From an optimization exercise on the open Yosys and OpenROAD flow, aimed at small area; shortcuts taken in it are not production practice.
The RTL was checked by simulation tests, not by an equivalence proof against the original design.
No activity file was given, so power comes from the tool's default toggle rates.

==> flow/design.v <==
`timescale 1ns/1ps
`default_nettype none
module mem_cache_top (
    input  wire               ui_clk,
    input  wire               rst_n,
    input  wire               init_calib_complete,
    input  wire               cs,
    input  wire  [31:0]       host_addr,
    input  wire               host_lo,
    input  wire               host_hi,
    input  wire               host_we,
    input  wire  [15:0]       host_wdata,
    output logic [15:0]       rdata,
    output logic              busy,
    output logic              ready,
    output logic [27:0]       app_addr,
    output logic [2:0]        app_cmd,
    output logic              app_en,
    output logic [127:0]      app_wdf_data,
    output logic              app_wdf_wren,
    input  wire               app_rdy,
    input  wire               app_wdf_rdy,
    input  wire  [127:0]      app_rd_data,
    input  wire               app_rd_data_valid
);
    localparam logic [3:0] ST_START = 4'd0,    
                           ST_IDLE  = 4'd1,    
                           ST_CHK   = 4'd2,    
                           ST_VICT  = 4'd3,    
                           ST_VICTD = 4'd4,    
                           ST_WB    = 4'd5,    
                           ST_RDCMD = 4'd6,    
                           ST_RDWT  = 4'd7,    
                           ST_UNPKD = 4'd8,    
                           ST_UNPKT = 4'd9,    
                           ST_FIN   = 4'd10,   
                           ST_RDY   = 4'd11;   
    logic [3:0]   state;
    logic [5:0]   u;             
    logic [1:0]   ptr;           
    logic [1:0]   pc;            
    logic [1:0]   dc;            
    logic [1:0]   fslot;         
    logic         lane;          
    logic         found;
    logic         cmd_pend;
    logic         dat_pend;
    logic [28:0]  r_addr;
    logic         r_lo, r_hi, r_we;
    logic [15:0]  r_dat;         
    logic [7:0]   b [64];
    logic [24:0]  g0, g1, g2, g3;
    logic [3:0]   v;             
    logic [3:0]   d;             
    logic [127:0] win;           
    logic [127:0] win_nx;        
    logic [28:0]  la;
    logic [24:0]  line;
    logic [3:0]   off;
    logic         want;
    logic         match;
    logic         at_byte;       
    logic         tv;            
    logic         dv;            
    logic         tunpark;       
    logic         dunpark;       
    logic         tpark;         
    logic         dpark;         
    logic         ld_rd;         
    logic         ld_tag;        
    logic         set_dirty;
    logic         wr_now;
    logic         take;
    logic [7:0]   wbyte;
    assign la      = r_addr + {28'd0, lane};
    assign line    = la[28:4];
    assign off     = la[3:0];
    assign want    = lane ? r_hi : r_lo;
    assign match   = v[0] && (g0 == line);
    assign at_byte = found && (u[5:4] == fslot) && (u[3:0] == off);
    assign tv      = (u[1:0] == ptr);
    assign dv      = (u == {ptr, 4'd0});
    assign tunpark = (state == ST_UNPKT) && tv && (pc == 2'd0);
    assign dunpark = (state == ST_UNPKD) && dv && (dc == 2'd0);
    assign tpark   = ((state == ST_VICT) && tv) || (state == ST_VICTD) || (state == ST_WB)
                  || (state == ST_RDCMD) || (state == ST_RDWT) || (state == ST_UNPKD)
                  || ((state == ST_UNPKT) && !tunpark);
    assign dpark   = ((state == ST_VICTD) && dv) || (state == ST_WB) || (state == ST_RDCMD)
                  || (state == ST_RDWT) || ((state == ST_UNPKD) && !dunpark);
    assign ld_rd   = (state == ST_RDWT) && app_rd_data_valid;
    assign ld_tag  = ((state == ST_VICTD) && dv && !(v[0] && d[0]))
                  || ((state == ST_WB) && (!cmd_pend || app_rdy));
    assign take    = (state == ST_IDLE) && cs;
    assign set_dirty = (state == ST_FIN) && want && !found && match && r_we;
    assign wr_now  = (state == ST_FIN) && want && at_byte && r_we;
    assign wbyte   = lane ? r_dat[15:8] : r_dat[7:0];
    assign rdata        = r_dat;
    assign busy         = (state != ST_IDLE);
    assign ready        = (state == ST_RDY);
    assign app_en       = ((state == ST_WB) && cmd_pend) || (state == ST_RDCMD);
    assign app_cmd      = {2'b00, state == ST_RDCMD};
    assign app_addr     = {g0, 3'b000};
    assign app_wdf_wren = (state == ST_WB) && dat_pend;
    assign app_wdf_data = win;
    always_comb begin
        for (int i = 0; i < 16; i++) begin
            win[8*i +: 8] = b[15-i];
            win_nx[8*i +: 8] = (i == 15) ? b[63] : b[14-i];
        end
    end
    logic [127:0] win_d;
    assign win_d = ({128{ld_rd}} & app_rd_data) | ({128{dpark && !ld_rd}} & win)
                 | ({128{!dpark}} & win_nx);
    always_ff @(posedge ui_clk) begin
        for (int i = 0; i < 16; i++) b[15-i] <= win_d[8*i +: 8];
        b[16] <= dpark ? b[63] : (wr_now ? wbyte : b[15]);
        for (int j = 17; j < 64; j++) b[j] <= b[j-1];
    end
    always_ff @(posedge ui_clk) begin
        g0 <= ({25{ld_tag}} & line) | ({25{tpark && !ld_tag}} & g0) | ({25{!tpark}} & g3);
        if (tpark) begin
            if (ld_rd) d[0] <= 1'b0;
            g1   <= g3;
            d[1] <= d[3];
        end else begin
            d[0] <= d[3];
            g1   <= g0;
            d[1] <= d[0] | set_dirty;
        end
        g2 <= g1;
        g3 <= g2;
        d[2] <= d[1];
        d[3] <= d[2];
        if (!rst_n) v <= 4'd0;
        else if (tpark) v <= {v[2], v[1], v[3], v[0] | ld_rd};
        else            v <= {v[2:0], v[3]};
    end
    always_ff @(posedge ui_clk) begin
        if (!rst_n) begin
            state <= ST_START;
            u     <= 6'd0;
            ptr   <= 2'd0;
        end else begin
            u <= u + 6'd1;
            case (state)
                ST_START: if (init_calib_complete) state <= ST_IDLE;
                ST_IDLE: if (cs) begin
                    state <= ST_CHK;
                    lane  <= 1'b0;
                    pc    <= 2'd0;
                    found <= 1'b0;
                end
                ST_CHK: begin
                    pc    <= pc + 2'd1;
                    found <= found | match;
                    if (!want || pc == 2'd3) begin
                        pc    <= 2'd0;
                        found <= 1'b0;
                        if (want && !found && !match) state <= ST_VICT;
                        else if (lane) begin
                            lane  <= 1'b0;
                            state <= ST_FIN;
                        end else lane <= 1'b1;
                    end
                end
                ST_VICT: if (tv) state <= ST_VICTD;
                ST_VICTD: if (dv) begin
                    dc       <= 2'd1;        
                    cmd_pend <= 1'b1;
                    dat_pend <= 1'b1;
                    state    <= (v[0] && d[0]) ? ST_WB : ST_RDCMD;
                end
                ST_WB: begin
                    if (app_rdy) cmd_pend <= 1'b0;
                    if (app_wdf_rdy) dat_pend <= 1'b0;
                    if ((!cmd_pend || app_rdy) && (!dat_pend || app_wdf_rdy)) state <= ST_RDCMD;
                end
                ST_RDCMD: if (app_rdy) state <= ST_RDWT;
                ST_RDWT: if (app_rd_data_valid) state <= ST_UNPKD;
                ST_UNPKD: if (dunpark) state <= ST_UNPKT;
                ST_UNPKT: if (tunpark) begin
                    ptr   <= ptr + 2'd1;
                    lane  <= 1'b0;
                    found <= 1'b0;
                    state <= ST_CHK;
                end
                ST_FIN: begin
                    if (want && !found && match) begin
                        found <= 1'b1;
                        fslot <= u[1:0];
                    end
                    if (!want || at_byte) begin
                        found <= 1'b0;
                        lane  <= 1'b1;
                        if (lane) state <= ST_RDY;
                    end
                end
                ST_RDY: state <= ST_IDLE;
                default: state <= ST_START;
            endcase
            if (state == ST_VICT && tv) pc <= 2'd1;    
            else if (tpark) pc <= (pc == 2'd2) ? 2'd0 : pc + 2'd1;
            if (dpark && state != ST_VICTD) dc <= (dc == 2'd2) ? 2'd0 : dc + 2'd1;
        end
    end
    always_ff @(posedge ui_clk) begin
        if (take) begin
            r_addr <= host_addr[28:0];
            r_lo   <= host_lo;
            r_hi   <= host_hi;
            r_we   <= host_we;
            r_dat  <= host_wdata;
        end
        if ((state == ST_FIN) && (!want || at_byte)) begin
            if (lane) r_dat[15:8] <= want ? b[15] : 8'h00;
            else      r_dat[7:0]  <= want ? b[15] : 8'h00;
        end
    end
endmodule
`default_nettype wire
==> flow/flow/run.sh <==
#!/bin/bash
# Standard ORFS layout with two changes: the port buffers use the smallest
# buffer cell, and CTS builds its tree from clkbuf_4 with larger sink
# clusters and without dummy loads.  Each tool's output goes to its own log.
set -euo pipefail
cd "$(dirname "$0")/.."
export BUFFER_PORTS_ARGS="-buffer_cell sky130_fd_sc_hd__buf_1"
export CTS_ARGS="-sink_clustering_enable -repair_clock_nets -dont_use_dummy_load -buf_list sky130_fd_sc_hd__clkbuf_4 -sink_clustering_size 10 -sink_clustering_max_diameter 40"
bash standard.sh > standard_flow.log 2>&1
==> flow/standard.sh <==
#!/bin/bash
# synth_recipe.tcl (not shown) runs the flow's synth.tcl, then flattens the netlist and writes it again
# the make line also repeats each setting of config.mk as NAME=value (left out here)
make -C /OpenROAD-flow-scripts/flow DESIGN_CONFIG=/design/flow/config.mk WORK_HOME=/design/flow/orfs CLKGATE_MAP_FILE= SYNTH_SCRIPT=/design/flow/synth_recipe.tcl "${@:-finish}"
==> flow/config.mk <==
export PLATFORM = sky130hd
export DESIGN_NAME = mem_cache_top
export DESIGN_NICKNAME = mem_cache_top
export VERILOG_FILES = /design/flow/design.v
export SDC_FILE = /design/flow/constraint.sdc
export NUM_CORES = 4
export LEC_CHECK = 0
export CAP_MARGIN = 20
export CORE_MARGIN = 2
export CORE_UTILIZATION = 40
export SLEW_MARGIN = 20
==> flow/constraint.sdc <==
create_clock -name core_clock -period 6.0 [get_ports {ui_clk}]
set_input_delay 1.2000 -clock core_clock [delete_from_list [all_inputs] [get_ports {ui_clk}]]
set_output_delay 1.2000 -clock core_clock [all_outputs]
set_load 0.01 [all_outputs]
==> results of run 1 <==
## metrics by stage
stage,setup slack (ns),area (µm²),util,instances,hold slack [ns]
after floorplan,2.84,20400,-,1794,0.310
after CTS,1.66,23100,0.460,2842,0.263
after detailed placement,1.67,22400,0.445,2744,0.312
after global routing,1.31,23100,0.460,2845,0.253
after global placement,1.83,22400,0.445,2744,0.311
final,1.65,23100,0.460,2847,0.265
## area by class of cell
cell class | count | area (µm²) | area share
flip-flops and latches | 690 | 14200 | 0.616
multi-input cells | 999 | 5800 | 0.251
repair buffers | 368 | 1430 | 0.0617
well taps | 672 | 841 | 0.0364
clock buffers | 98 | 736 | 0.0318
inverters | 15 | 56.3 | 0.00244
diodes | 5 | 12.5 | 0.000541
## power breakdown
part           internal (mW)  switching (mW)
registers               5.15           0.381
logic                  0.523           0.893
clock network          0.746            1.39
## final timing paths
kind              slack [ns]             start                  to  cells past startpoint
setup / recovery        1.65    lane$_DFFE_PP_  fslot[1]$_DFFE_PP_                     11
hold / removal          0.27  b[57][0]$_DFF_P_    b[58][0]$_DFF_P_                      0
setup reg to reg        1.65    lane$_DFFE_PP_  fslot[1]$_DFFE_PP_                     11
hold reg to reg         0.27  b[57][0]$_DFF_P_    b[58][0]$_DFF_P_                      0
## state kept, by name, indices dropped and copies added (netlist names), 6 cells and up
| name | cells |
|---|---|
| g3 | 25 |
| r_dat | 16 |
| b | 512 |
| g1 | 25 |
| u | 6 |
| r_addr | 29 |
| g0 | 25 |
| g2 | 25 |
## cell usage in the layout (no fill, tap or decap), drive strengths merged, types with 3 or more instances in the layout
| master | instances |
|---|---|
| or3 | 3 |
| a21oi | 18 |
| o211a | 3 |
| clkbuf | 98 |
| inv | 15 |
| nor4 | 18 |
| a22oi | 132 |
| and3 | 8 |
| conb | 5 |
| mux2i | 20 |
| xnor2 | 33 |
| a221o | 22 |
| nand4 | 16 |
| a31oi | 13 |
| nand2 | 419 |
| ha | 11 |
| o31ai | 3 |
| nor2b | 17 |
| diode | 5 |
| nor3b | 3 |
| xor2 | 26 |
| nand3b | 4 |
| or2 | 5 |
| nand2b | 9 |
| edfxtp | 43 |
| nand3 | 29 |
| and2 | 15 |
| o22ai | 3 |
| nor3 | 12 |
| o2111ai | 3 |
| nor2 | 65 |
| buf | 368 |
| o211ai | 15 |
| dfxtp | 647 |
| o21ai | 24 |
## worst register-to-register path: stages (launching register included)
cell      delay [ns]
edfxtp_1        0.36
ha_1            0.20
ha_1            0.19
nand3_1         0.36
nor4_1          0.82
nand2_1         0.24
mux2i_1         0.20
nor4_1          0.37
nand4_1         0.18
nor4_2          0.64
nand2_2         0.17
nor4_2          0.30
## metal layers
layer  up-vias  track usage  routed length [µm]
met5         -            0                  50
met1      6641        0.267               23900
li1       6853            -                   -
met3       117       0.0468                3080
met4         8       0.0714                1530
met2       413        0.304               24100
## kinds of logic after synthesis
kind of cell / share of synthesized area
flops: 0.698
simple gates: 0.139
compound gates: 0.0961
buf+inv: 0.0206
xor+xnor: 0.0298
mux: 0.0104
fa+ha+maj: 0.00674
other cells: 0.000184
==> impl_results.md, run 1 <==
* Slowest stage delay, CP at 0.81 ns
* Clk Latency, worst-skew pair at 0.83 ns
* First-pass GRT wire length at 80300 µm
* Period utilization at 0.724
* Final Hold Viols at 0
* Routed length per instance at 18.5 µm
* Std-Cell Rows at 82
* Cell variety after synth at 79
* PwrDens at 393 mW/mm²
* Synth Area per Inst at 11.4 µm²
* Post-synth top area share at 0.634
* TritonRoute pass-1 iters at 6
* CP max-delay cell: nor4_1
* Hold Buf Count CTS at 0
* Post-synthesis cell count at 1790
* Netlist Area Pre-Place at 0.0204 mm²
* CTS sink cnt at 690
* Fill cells at 4947
* Initial antenna violation count at 10
* Die Span Y at 230 µm
* DRC at 0
* Share of layout cells above drive strength 1 at 0.0631
* Largest net degree at the start of global routing at 83
* Max VDD drop at 233 µV
* Buf/Inv on CP at 0
* GR Overflow Total at 0
* Clk_skew at 0.0806 ns
* Core Region at 0.0503 mm²
* Commonest cells post-synth: 647 x dfxtp_1, 418 x nand2_1, 132 x a22oi_1, 74 x clkbuf_1, 64 x nor2_1
* Crit path time final at 4.35 ns
* Number of flops mapped to enable cells by yosys at 43
* Largest cells by area after synthesis: dfxtp_1 63%, nand2_1 7.7%, edfxtp_1 6.3%
* Most frequent cell after synthesis: dfxtp_1
* Full die area at 0.0529 mm²
* Post-synthesis sequential area ratio at 0.698
* Leak at 9.27 nW
* Worst rel slew slack at 0.253
* Area Overhead vs Synth at 13.2%
* Syn. warnings at 2
* Via-per-instance ratio at 4.93
* Maximum fanout along the worst path at 11
* Hold crit path type: reg -> reg
* Data arrival time of the worst path at 4.77 ns
* Post-CTS setup repair buffer count at 0
* Fmax at 230 MHz
* Status: finished clean
* Setup Viol. Count Final at 0
* H-tree Lvls at 3
* Crit-path cells: ha_1 -> ha_1 -> nand3_1 -> nor4_1 -> nand2_1 -> mux2i_1 -> nor4_1 -> nand4_1 -> nor4_2 -> nand2_2 -> nor4_2
* Die Span X at 230 µm
* CTS clk-pin slew, worst paths at 0.09 ns
* Worst slew pin tran at 1.12 ns
* Routed vias at 14032
* Vias in the first global route at 13846
* Initial DRC count at 989
* CP endpoint kind: flop
* Slew Viols, Final at 0
* Root buffer cell: clkbuf_4
* GPL Wtd Cong at 0.962
* CTS tree: done
* RSZ-0062 raised after global routing: no
* Nets at 2369
* DP HPWL at 37200 µm
* CTS Buf Count at 98
* Starting Density at 0.406
* GRT Total Usage at 0.196
* Routed wire length at 52600 µm
* Synth Register Bits at 690
* Family with the most delay on the worst path: simple AND/OR/NAND/NOR gates
* I/O Pins at 365
* Dominant cell type by area after synthesis: dfxtp_1
* TNS Setup at 0 ns
* WP data required at 6.42 ns
* Top_reg_cell synth: dfxtp_1
* CTS Buffer Depth at 3
* Post-DRT Antenna Nets at 0
* Critical path class: reg -> reg
* Tot Pwr at 9.09 mW
* Port Buffer Count at 356
* Max-cap viol count at 0
* Post_cts resized at 0
* Post-synth ARST share at 0
* Startpoint types: flop
==> run 2: changes to the inputs <==
==> flow/flow/run.sh (replaced) <==
#!/bin/bash
# Standard ORFS layout with three changes: the port buffers use the smallest
# buffer cell, CTS builds its tree from clkbuf_4 with larger sink clusters and
# without dummy loads, and global routing's repair downsizes cells on paths
# with slack to spare.  Each tool's output goes to its own log.
set -euo pipefail
cd "$(dirname "$0")/.."
export BUFFER_PORTS_ARGS="-buffer_cell sky130_fd_sc_hd__buf_1"
export CTS_ARGS="-sink_clustering_enable -repair_clock_nets -dont_use_dummy_load -buf_list sky130_fd_sc_hd__clkbuf_4 -sink_clustering_size 10 -sink_clustering_max_diameter 40"
export RECOVER_POWER=100
bash standard.sh > standard_flow.log 2>&1
--- a/flow/config.mk
+++ b/flow/config.mk
@@ -9,3 +9,3 @@
 export CORE_MARGIN = 2
-export CORE_UTILIZATION = 40
+export CORE_UTILIZATION = 65
 export SLEW_MARGIN = 20
==> run 2 against run 1 <==
Compared with the run above:
- die area down 38%
- flip-flop and latch count unchanged
- clock skew is 0.022 ns higher
- clock power down 7%
- sequential power about the same
- maximum frequency down 15%
- now fails the layout checks on capacitance limit, slew limit
- largest power group unchanged
==> impl_results.md, run 2 <==
* Status: finished with violations
* SO Faults: capacitance limit, slew limit
* Vias in the first global route at 14168
* Max reg flops at 512
* Largest net degree at the start of global routing at 82
* Top reg by flops: b
* H-tree Lvls at 3
* CP Depth at 11
* Die Span X at 181 µm
* CTS sink cnt at 690
* Slowest stage delay, CP at 0.98 ns
* Hold Buf Count CTS at 0
* R2r setup slk at 0.87 ns
* Post_cts resized at 0
* Post-synthesis cell count at 1790
* TNS Setup at 0 ns
* Clk Latency, worst-skew pair at 0.77 ns
* Most frequent cell after synthesis: dfxtp_1
* Worst setup path start: lane$_DFFE_PP_
* Clk_skew at 0.103 ns
* Startpoint types: flop
* Cell variety after synth at 79
* Via-per-instance ratio at 5.64
* Data arrival time of the worst path at 5.51 ns
* Min-delay src: b[26][7]$_DFF_P_
* Area Overhead vs Synth at 10.7%
* Dominant cell type by area after synthesis: dfxtp_1
* Worst slew pin tran at 3.19 ns
* Largest registers: b (512), r_addr (29)
* Crit Reg-Reg Endpoint: fslot[0]$_DFFE_PP_
* Most frequent cells in the layout: 647 x dfxtp_1, 418 x nand2_1, 354 x buf_1
* Buf/Inv on CP at 0
* Setup Viol. Count Final at 0
* Hold Path Depth at 0
* Core Region at 0.0307 mm²
* Post-synth ARST share at 0
* Post-CTS setup repair buffer count at 0
* Routed wire length at 51600 µm
* GRT Total Usage at 0.308
* WP data required at 6.38 ns
* CTS Buf Count at 83
* GR Overflow Total at 0
* Std-Cell Rows at 64
* Synth Register Bits at 690
* Fmax at 195 MHz
* Root buffer cell: clkbuf_4
* DRC at 0
* Post-DRT Antenna Nets at 0
* Cell mode on critical path: nor4_1
* Reg2Reg Depth at 11
* DP HPWL at 35700 µm
* Starting Density at 0.664
* PwrDens at 397 mW/mm²
* Worst rel slew slack at -1.13
* CP max-delay cell: edfxtp_1
* CP endpoint kind: flop
* Period utilization at 0.855
* Family with the most delay on the worst path: simple AND/OR/NAND/NOR gates
* Slew Viols, Final at 303
* Util after Layout at 0.735
* Largest cells by area after synthesis: dfxtp_1 63%, nand2_1 7.7%, edfxtp_1 6.3%
* CTS tree: done
* GPL Wtd Cong at 0.933
* Crit path time final at 5.13 ns
* Max VDD drop at 279 µV
* Post-synthesis sequential area ratio at 0.698
* I/O Pins at 365
* Post-synth top area share at 0.634
* Commonest non-fill, non-tap cell in the layout: dfxtp_1
* Commonest cells post-synth: 647 x dfxtp_1, 418 x nand2_1, 132 x a22oi_1, 74 x clkbuf_1, 64 x nor2_1
* Netlist Area Pre-Place at 0.0204 mm²
* Routed length per instance at 20.2 µm
* Synth Area per Inst at 11.4 µm²
* Number of flops mapped to enable cells by yosys at 43
* Syn. warnings at 2
* Share of layout cells above drive strength 1 at 0.0510
* Worst Hold Path EP: b[27][7]$_DFF_P_
* Fill cells at 2181
* CTS clk-pin slew, worst paths at 0.10 ns
* Port Buffer Count at 356
* Full die area at 0.0328 mm²
* Maximum fanout along the worst path at 17
* Max-cap viol count at 6
* Leak at 9.17 nW
* Initial antenna violation count at 2
* TritonRoute pass-1 iters at 6
* RSZ-0062 raised after global routing: no
* Hold crit path type: reg -> reg
* CTS Buffer Depth at 3
* Die Span Y at 181 µm
* Routed vias at 14413
* First-pass GRT wire length at 78300 µm
* Final Hold Viols at 0
* R2r startpoint: lane$_DFFE_PP_
* Initial DRC count at 1265
* Critical path class: reg -> reg
* Crit-path cells: ha_1 -> ha_1 -> nand3_1 -> nor4_1 -> nand2_1 -> mux2i_1 -> nor4_1 -> nand4_1 -> nor4_1 -> nand2_2 -> nor4_2
* Nets at 2356
* Top_reg_cell synth: dfxtp_1
[run 2: changes by cell type in the layout (fill, tap and decap cells not counted), moves of 2 or more]
cell and change:
clkbuf_4 -15, nor4_1 +3, diode_2 -2, and2_0 +8
and2_1 -6, buf_1 -2, nor4_2 -3, buf_4 -6
clkbuf_1 +8, clkbuf_2 +2
[run 2: report_power, final]
| part | switching (mW) | internal (mW) |
|---|---|---|
| combinational | 0.919 | 0.517 |
| clock | 1.35 | 0.639 |
| sequential | 0.406 | 5.15 |
| total | 2.67 | 6.31 |
[run 2: kinds of logic after synthesis]
family / count (synthesis) / synth area share
DFF: 690 / 0.698
and+or+nand+nor: 636 / 0.139
AOI/OAI and AO/OA: 263 / 0.0961
buffers and inverters: 105 / 0.0206
xor gates and xnor gates: 63 / 0.0298
muxes: 21 / 0.0104
adders and majority gates: 11 / 0.00674
other: 1 / 0.000184
[run 2: worst max path at each step]
| stage | endpoint | slack [ns] |
|---|---|---|
| 6_report | fslot[0]$_DFFE_PP_ | 0.87 |
| 3_5_place_dp | fslot[0]$_DFFE_PP_ | 1.18 |
| 3_3_place_gp | fslot[1]$_DFFE_PP_ | 1.34 |
| 5_1_grt | fslot[1]$_DFFE_PP_ | 0.53 |
| 2_1_floorplan | fslot[0]$_DFFE_PP_ | 2.84 |
| 4_1_cts | fslot[0]$_DFFE_PP_ | 1.17 |
[run 2: cell type report]
cell class / instances / area (µm²) / share of cell area
Clock buffer: 83 / 623 / 0.0276
Multi-Input combinational cell: 999 / 5770 / 0.255
Timing Repair Buffer: 370 / 1410 / 0.0625
Antenna cell: 3 / 7.51 / 0.000332
Sequential cell: 690 / 14200 / 0.630
Inverter: 15 / 56.3 / 0.00249
Tap cell: 396 / 495 / 0.0219
[run 2: metal layers]
layer	global-route usage	wire length, µm	share of wire
met5	0	0	0
met4	0.143	2020	0.039
met3	0.0570	3450	0.067
met2	0.493	24300	0.47
met1	0.408	21800	0.42
[run 2: per-stage QoR]
step / worst slack (ns) / hold slack (ns) / area, µm² / cells / total power [mW]
2_1_floorplan: 2.84 / 0.310 / 20400 / 1794 / 6.49
3_3_place_gp: 1.34 / 0.311 / 22000 / 2470 / 6.98
3_5_place_dp: 1.18 / 0.312 / 22000 / 2470 / 7.07
4_1_cts: 1.17 / 0.274 / 22700 / 2553 / 9.02
5_1_grt: 0.530 / 0.277 / 22600 / 2555 / 9.37
6_report: 0.871 / 0.280 / 22600 / 2556 / 8.98
==> run 3: changes to the inputs <==
--- a/flow/design.v
+++ b/flow/design.v
@@ -95,3 +95,3 @@
     assign wr_now  = (state == ST_FIN) && want && at_byte && r_we;
-    assign wbyte   = lane ? r_dat[15:8] : r_dat[7:0];
+    assign wbyte   = r_dat[7:0];
     assign rdata        = r_dat;
@@ -213,6 +213,4 @@
         end
-        if ((state == ST_FIN) && (!want || at_byte)) begin
-            if (lane) r_dat[15:8] <= want ? b[15] : 8'h00;
-            else      r_dat[7:0]  <= want ? b[15] : 8'h00;
-        end
+        if ((state == ST_FIN) && (!want || at_byte))
+            r_dat <= {want ? b[15] : 8'h00, r_dat[15:8]};
     end
==> run 3 against run 2 <==
Compared with the run above:
- still fails the layout checks on capacitance limit, slew limit
- first-iteration DRC count shrank 12%
- die area rose by 0.18%
- clock skew is 0.047 ns lower
- synthesized cell count down 5.3%
- maximum frequency rose by 6.4%
- global-route usage shrank 2.7 points
- count of clock-buffer cells in the layout decreased by 1
- via count decreased by 4.7%
- critical endpoint is now b[10][1]$_DFF_P_
- largest power group unchanged
==> impl_results.md, run 3 <==
* Worst setup path start: state[2]$_SDFFE_PN0P_
* Maximum fanout along the worst path at 89
* First-pass GRT wire length at 72400 µm
* Share of layout cells above drive strength 1 at 0.0699
* Startpoint types: flop
* Multi-input logic area at 0.00562 mm²
* CTS sink cnt at 690
* Setup crit end: b[10][1]$_DFF_P_
* Max-cap viol count at 5
* Commonest non-fill, non-tap cell in the layout: dfxtp_1
* Hold crit path type: reg -> reg
* Switch Pwr at 2.66 mW
* Full die area at 0.0329 mm²
* Top reg by flops: b
* Post-DRT Antenna Nets at 0
* Setup Viol. Count Final at 0
* Vias in the first global route at 13450
* Post-synthesis cell count at 1696
* Worst rel slew slack at -0.242
* Critical path class: reg -> reg
* Crit path time final at 4.82 ns
* TritonRoute pass-1 iters at 5
* CTS tree: done
* Netlist Area Pre-Place at 0.0205 mm²
* I/O Pins at 365
* Status: finished with violations
* CTS Buffer Depth at 3
* Buf/Inv on CP at 1
* Largest net degree at the start of global routing at 90
* Met2 usage at 0.439
* Fmax at 208 MHz
* GR Overflow Total at 0
* Routed vias at 13731
* Non-filler instance count after layout at 2459
* Hold Buf Count CTS at 0
* GPL Wtd Cong at 0.927
* Final Hold Viols at 0
* Reg2Reg Depth at 5
* Nets at 2260
* TNS Setup at 0 ns
* H-tree Lvls at 3
* Routed length per instance at 18.9 µm
* DRC at 0
* R2r startpoint: state[2]$_SDFFE_PN0P_
* Largest cells by area after synthesis: dfxtp_1 62%, edfxtp_1 8.7%, nand2_1 5.3%
* WP data required at 6.69 ns
* Period utilization at 0.803
* Initial DRC count at 1112
* Family with the most delay on the worst path: simple AND/OR/NAND/NOR gates
* PwrDens at 428 mW/mm²
* Root buffer cell: clkbuf_4
* Worst slack at placement at 2.08 ns
* Die Span X at 181 µm
* CTS clk-pin slew, worst paths at 0.11 ns
* Commonest cells post-synth: 631 x dfxtp_1, 288 x nand2_1, 129 x a22oi_1, 79 x nor2_1, 62 x clkbuf_1
* FF+latch area at 0.0144 mm²
* Worst slew pin tran at 1.86 ns
* Clk_skew at 0.0563 ns
* Clk Latency, worst-skew pair at 0.75 ns
* Cell variety after synth at 77
* Internal power at 7.04 mW
* Tot Pwr at 9.69 mW
* CP max-delay cell: clkbuf_2
* Met1 Use GR at 0.371
* DP HPWL at 32300 µm
* Max VDD drop at 353 µV
* Via-per-instance ratio at 5.58
* Top_reg_cell synth: dfxtp_1
* Area Overhead vs Synth at 10.6%
* Hold Path Depth at 0
* CTS Buf Count at 82
* Gate power share at 0.141
* Post-synth top area share at 0.617
* Core Region at 0.0308 mm²
* Post-synthesis sequential area ratio at 0.704
* Number of flops mapped to enable cells by yosys at 59
* Starting Density at 0.664
* Seq pwr share at 0.658
* Die Span Y at 181 µm
* Switch share at 0.274
* Dominant cell type by area after synthesis: dfxtp_1
* Data arrival time of the worst path at 5.51 ns
* Max reg flops at 512
* Most frequent cell after synthesis: dfxtp_1
* Crit-path cells: nor2b_1 -> and3_1 -> clkbuf_2 -> a22oi_1 -> nand2_1
* Clock power frac at 0.201
* Post_cts resized at 0
* Port Buffer Count at 356
* CP Depth at 5
* SO Faults: capacitance limit, slew limit
* RSZ-0062 raised after global routing: no
* Crit Reg-Reg Endpoint: b[10][1]$_DFF_P_
* GR Util met3 at 0.0636
* Post-CTS setup repair buffer count at 0
* Std-Cell Rows at 64
* GR peak layer: met2
* Slew Viols, Final at 328
* Synth Area per Inst at 12.1 µm²
* Final WS setup at 1.18 ns
* Initial antenna violation count at 2
* Slowest stage delay, CP at 1.53 ns
* GRT Total Usage at 0.281
* CP endpoint kind: flop
* Post-synth ARST share at 0
* Cell total after placement at 2375
* Syn. warnings at 2
* Routed wire length at 46400 µm
* Synth Register Bits at 690
* Largest registers: b (512), r_addr (29)
* Fill cells at 2295
* Leak at 9.12 nW
* R2r setup slk at 1.18 ns
* Most frequent cells in the layout: 631 x dfxtp_1, 351 x buf_1, 288 x nand2_1
-- run 3: metal layers --
metal	vias to the layer above	wire length (µm)
met4	2	2090
met1	6510	20000
met2	544	21100
met5	-	9
li1	6549	-
met3	126	3140
-- run 3: layout make-up --
type | instances | share of cell area
Antenna cell | 2 | 0.000221
Tap cell | 396 | 0.0219
Inverter | 23 | 0.00382
Timing Repair Buffer | 366 | 0.0616
Sequential cell | 690 | 0.637
Multi-Input combinational cell | 900 | 0.249
Clock buffer | 82 | 0.0272
-- run 3: logic make-up (layout without fill, tap and decap cells) --
group           count (synthesis)  count (layout)  synth area share
buf+inv                       110             471            0.0220
compound gates                251             251            0.0920
fa+ha+maj                      11              11           0.00673
other cells                     1               7          0.000183
simple gates                  524             524             0.118
mux                            49              49            0.0261
flops                         690             690             0.704
xor+xnor                       60              60            0.0304
-- run 3: worst min-delay path by stage --
stage | from | endpoint | slack (ns)
2_1_floorplan | b[16][0]$_DFF_P_ | b[17][0]$_DFF_P_ | 0.31
3_3_place_gp | g1[5]$_DFF_P_ | g2[5]$_DFF_P_ | 0.31
3_5_place_dp | b[18][7]$_DFF_P_ | b[19][7]$_DFF_P_ | 0.31
4_1_cts | b[42][0]$_DFF_P_ | b[43][0]$_DFF_P_ | 0.29
5_1_grt | g1[10]$_DFF_P_ | g2[10]$_DFF_P_ | 0.30
6_report | g1[15]$_DFF_P_ | g2[15]$_DFF_P_ | 0.30
-- run 3: power groups by stage --
stage / sequential (mW) / clock (mW) / combinational [mW]
finish: 6.38 / 1.95 / 1.37
global route: 6.51 / 2.19 / 1.50
CTS: 6.39 / 2.01 / 1.38
detailed placement: 6.48 / 0 / 1.37
global placement: 6.42 / 0 / 1.34
floorplan: 6.28 / 0 / 0.971
-- run 3: per-stage QoR --
stage	util	cell area, µm²	hold WS (ns)
after floorplan	-	20500	0.310
after global placement	0.715	22100	0.310
after detailed placement	0.715	22100	0.312
after CTS	0.735	22700	0.290
after global routing	0.734	22600	0.299
final	0.734	22600	0.303
==> run 4: changes to the inputs <==
==> flow/flow/run.sh (replaced) <==
#!/bin/bash
# Standard ORFS layout with two changes: the port buffers use the smallest
# buffer cell, and CTS builds its tree from clkbuf_4 with larger sink clusters
# and without dummy loads.  Each tool's output goes to its own log.
set -euo pipefail
cd "$(dirname "$0")/.."
export BUFFER_PORTS_ARGS="-buffer_cell sky130_fd_sc_hd__buf_1"
export CTS_ARGS="-sink_clustering_enable -repair_clock_nets -dont_use_dummy_load -buf_list sky130_fd_sc_hd__clkbuf_4 -sink_clustering_size 10 -sink_clustering_max_diameter 40"
bash standard.sh > standard_flow.log 2>&1
==> run 4 against run 3 <==
Compared with the run above:
- now clean on timing, DRC and antenna
- maximum frequency grew 19%
- final cell count is the same
- sequential share of layout area shrank 0.14 points
- core utilization grew 0.16 points
- global-route usage is the same
- largest cell class unchanged
- wire length shrank 0.25%
- synthesized cell count is the same
- first-iteration DRC count shrank 4.4%
==> impl_results.md, run 4 <==
* Crit Reg-Reg Endpoint: fslot[0]$_DFFE_PP_
* Post-synth top area share at 0.617
* R2r setup slk at 1.95 ns
* Data arrival time of the worst path at 4.44 ns
* CP endpoint kind: flop
* Routed length per instance at 18.8 µm
* Nets at 2260
* Post-synth ARST share at 0
* Top_reg_cell synth: dfxtp_1
* Setup Viol. Count Final at 0
* Hold Buf Count CTS at 0
* CTS sink cnt at 690
* CTS clk-pin slew, worst paths at 0.11 ns
* Synth Area per Inst at 12.1 µm²
* WP data required at 6.40 ns
* Commonest cells post-synth: 631 x dfxtp_1, 288 x nand2_1, 129 x a22oi_1, 79 x nor2_1, 62 x clkbuf_1
* Setup crit end: fslot[0]$_DFFE_PP_
* Largest registers: b (512), r_addr (29)
* Clk_skew at 0.0572 ns
* Share of layout cells above drive strength 1 at 0.0733
* Area Overhead vs Synth at 10.8%
* Max-cap viol count at 0
* Max VDD drop at 353 µV
* Initial antenna violation count at 2
* CTS Buf Count at 82
* Startpoint types: flop
* RSZ-0062 raised after global routing: no
* I/O Pins at 365
* Final Hold Viols at 0
* Via-per-instance ratio at 5.57
* Post-synthesis cell count at 1696
* DRC at 0
* Fin area at 0.0227 mm²
* Starting Density at 0.664
* Dominant cell type by area after synthesis: dfxtp_1
* Synth Register Bits at 690
* Fmax at 247 MHz
* Most frequent cell after synthesis: dfxtp_1
* TNS Setup at 0 ns
* CTS tree: done
* Routed wire length at 46300 µm
* Post-CTS setup repair buffer count at 0
* Max reg flops at 512
* Largest net degree at the start of global routing at 90
* Netlist Area Pre-Place at 0.0205 mm²
* Crit path time final at 4.05 ns
* Tot Pwr at 9.70 mW
* H-tree Lvls at 3
* Worst rel slew slack at 0.357
* GPL Wtd Cong at 0.927
* Die Span X at 181 µm
* PwrDens at 428 mW/mm²
* Syn. warnings at 2
* Vias in the first global route at 13450
* CTS Buffer Depth at 3
* Largest cells by area after synthesis: dfxtp_1 62%, edfxtp_1 8.7%, nand2_1 5.3%
* TritonRoute pass-1 iters at 6
* Full die area at 0.0329 mm²
* Status: finished clean
* Routed vias at 13687
* Core Region at 0.0308 mm²
* Critical path class: reg -> reg
* Slew Viols, Final at 0
* Post_cts resized at 0
* Std-Cell Rows at 64
* Worst slew pin tran at 0.964 ns
* Port Buffer Count at 356
* Reg2Reg Depth at 9
* Post-synthesis sequential area ratio at 0.704
* Worst setup path start: lane$_DFFE_PP_
* DP HPWL at 32300 µm
* Placed Area at 0.0221 mm²
* GRT Total Usage at 0.281
* Most frequent cells in the layout: 631 x dfxtp_1, 356 x buf_1, 288 x nand2_1
* Commonest non-fill, non-tap cell in the layout: dfxtp_1
* Maximum fanout along the worst path at 11
* Root buffer cell: clkbuf_4
* Number of flops mapped to enable cells by yosys at 59
* Post-DRT Antenna Nets at 0
* First-pass GRT wire length at 72400 µm
* Leak at 9.14 nW
* Hold crit path type: reg -> reg
* Period utilization at 0.674
* Hold slack at 0.303 ns
* Clk Latency, worst-skew pair at 0.75 ns
* R2r startpoint: lane$_DFFE_PP_
* GR Overflow Total at 0
* Initial DRC count at 1063
* Cell variety after synth at 77
* Top reg by flops: b
* Die Span Y at 181 µm
run 4: cell counts after synthesis:
Identical to the previous run, type by type.
run 4: area by class of cell:
type                    instances  area (µm²)
flip-flops and latches        690       14400
fillers                      2285        8160
multi-input cells             900        5660
repair buffers                366        1410
clock buffers                  82         616
well taps                     396         495
inverters                      23        86.3
diodes                          2        5.00
run 4: how the worst min path moves through the flow:
stage                           from          endpoint  slack [ns]  cells past startpoint
finish                g1[15]$_DFF_P_    g2[15]$_DFF_P_        0.30                      0
detailed placement  b[18][7]$_DFF_P_  b[19][7]$_DFF_P_        0.31                      0
global placement       g1[5]$_DFF_P_     g2[5]$_DFF_P_        0.31                      0
floorplan           b[16][0]$_DFF_P_  b[17][0]$_DFF_P_        0.31                      0
global route          g1[10]$_DFF_P_    g2[10]$_DFF_P_        0.30                      0
CTS                 b[42][0]$_DFF_P_  b[43][0]$_DFF_P_        0.29                      0
run 4: logic make-up (layout without fill, tap and decap cells):
group | after synthesis | after routing | synth area share
buffers and inverters | 110 | 471 | 0.0220
other | 1 | 7 | 0.000183
adder cells (fa/ha/maj) | 11 | 11 | 0.00673
XOR/XNOR | 60 | 60 | 0.0304
AO/OA/AOI/OAI | 251 | 251 | 0.0920
AND/OR/NAND/NOR | 524 | 524 | 0.118
flip-flops | 690 | 690 | 0.704
multiplexers | 49 | 49 | 0.0261
run 4: metal layers:
metal / routed length (µm) / share of wire / GRT usage
met2: 21100 / 0.46 / 0.439
met5: 11 / 0.00024 / 0
met4: 2080 / 0.045 / 0.140
met3: 3140 / 0.068 / 0.0636
met1: 20000 / 0.43 / 0.371
run 4: report_power, final:
group / switching, mW / internal [mW] / total, mW
logic: 0.813 / 0.568 / 1.38
clock network: 1.31 / 0.631 / 1.94
registers: 0.532 / 5.85 / 6.38
total: 2.66 / 7.04 / 9.70
run 4: through the flow:
step	util	std cells	setup slack, ns
6_report	0.735	2459	1.95
5_1_grt	0.735	2459	1.66
4_1_cts	0.735	2457	2.03
3_5_place_dp	0.715	2375	2.08
3_3_place_gp	0.715	2375	2.10
2_1_floorplan	-	1700	2.80
run 4: worst max-delay path, stage by stage (launching register included):
cell,delay [ns]
edfxtp_1,0.45
ha_1,0.23
ha_1,0.24
nand3_1,0.46
nor3_2,0.63
nand3_1,0.29
xor2_1,0.23
o21ai_0,0.11
nor4_1,0.68
and4_1,0.39

[what the ideal ports hide]
Ports are ideal in the flow. The routed layouts listed here were re-timed in OpenROAD.
Step 1 assumes that a clkbuf_16 drives the clock port and a buf_2 every other input.
Step 2 times the ports against the registers' clock, not the clock port: input delays grow and output delays shrink by t, the midpoint of the rising clock arrivals with the driver on.
Slacks: ideal / step 1 / step 2; pairs: ideal / step 1.
run | t (ns) | setup WS [ns] | clock arrival spread, ns | slew at the worst register clock pin (ns)
run 1 | 0.846 | 1.655 / 1.655 / 1.655 | 0.107 / 0.107 | 0.11 / 0.11
run 2 | 0.758 | 0.871 / 0.871 / 0.871 | 0.128 / 0.128 | 0.11 / 0.11
run 3 | 0.776 | 1.181 / 1.181 / 1.070 | 0.057 / 0.057 | 0.11 / 0.11
run 4 | 0.772 | 1.955 / 1.955 / 1.955 | 0.057 / 0.057 | 0.11 / 0.11
The setup slack of run 3, which loses most, moves by 0.000 ns with the drivers and by -0.111 ns with both steps.
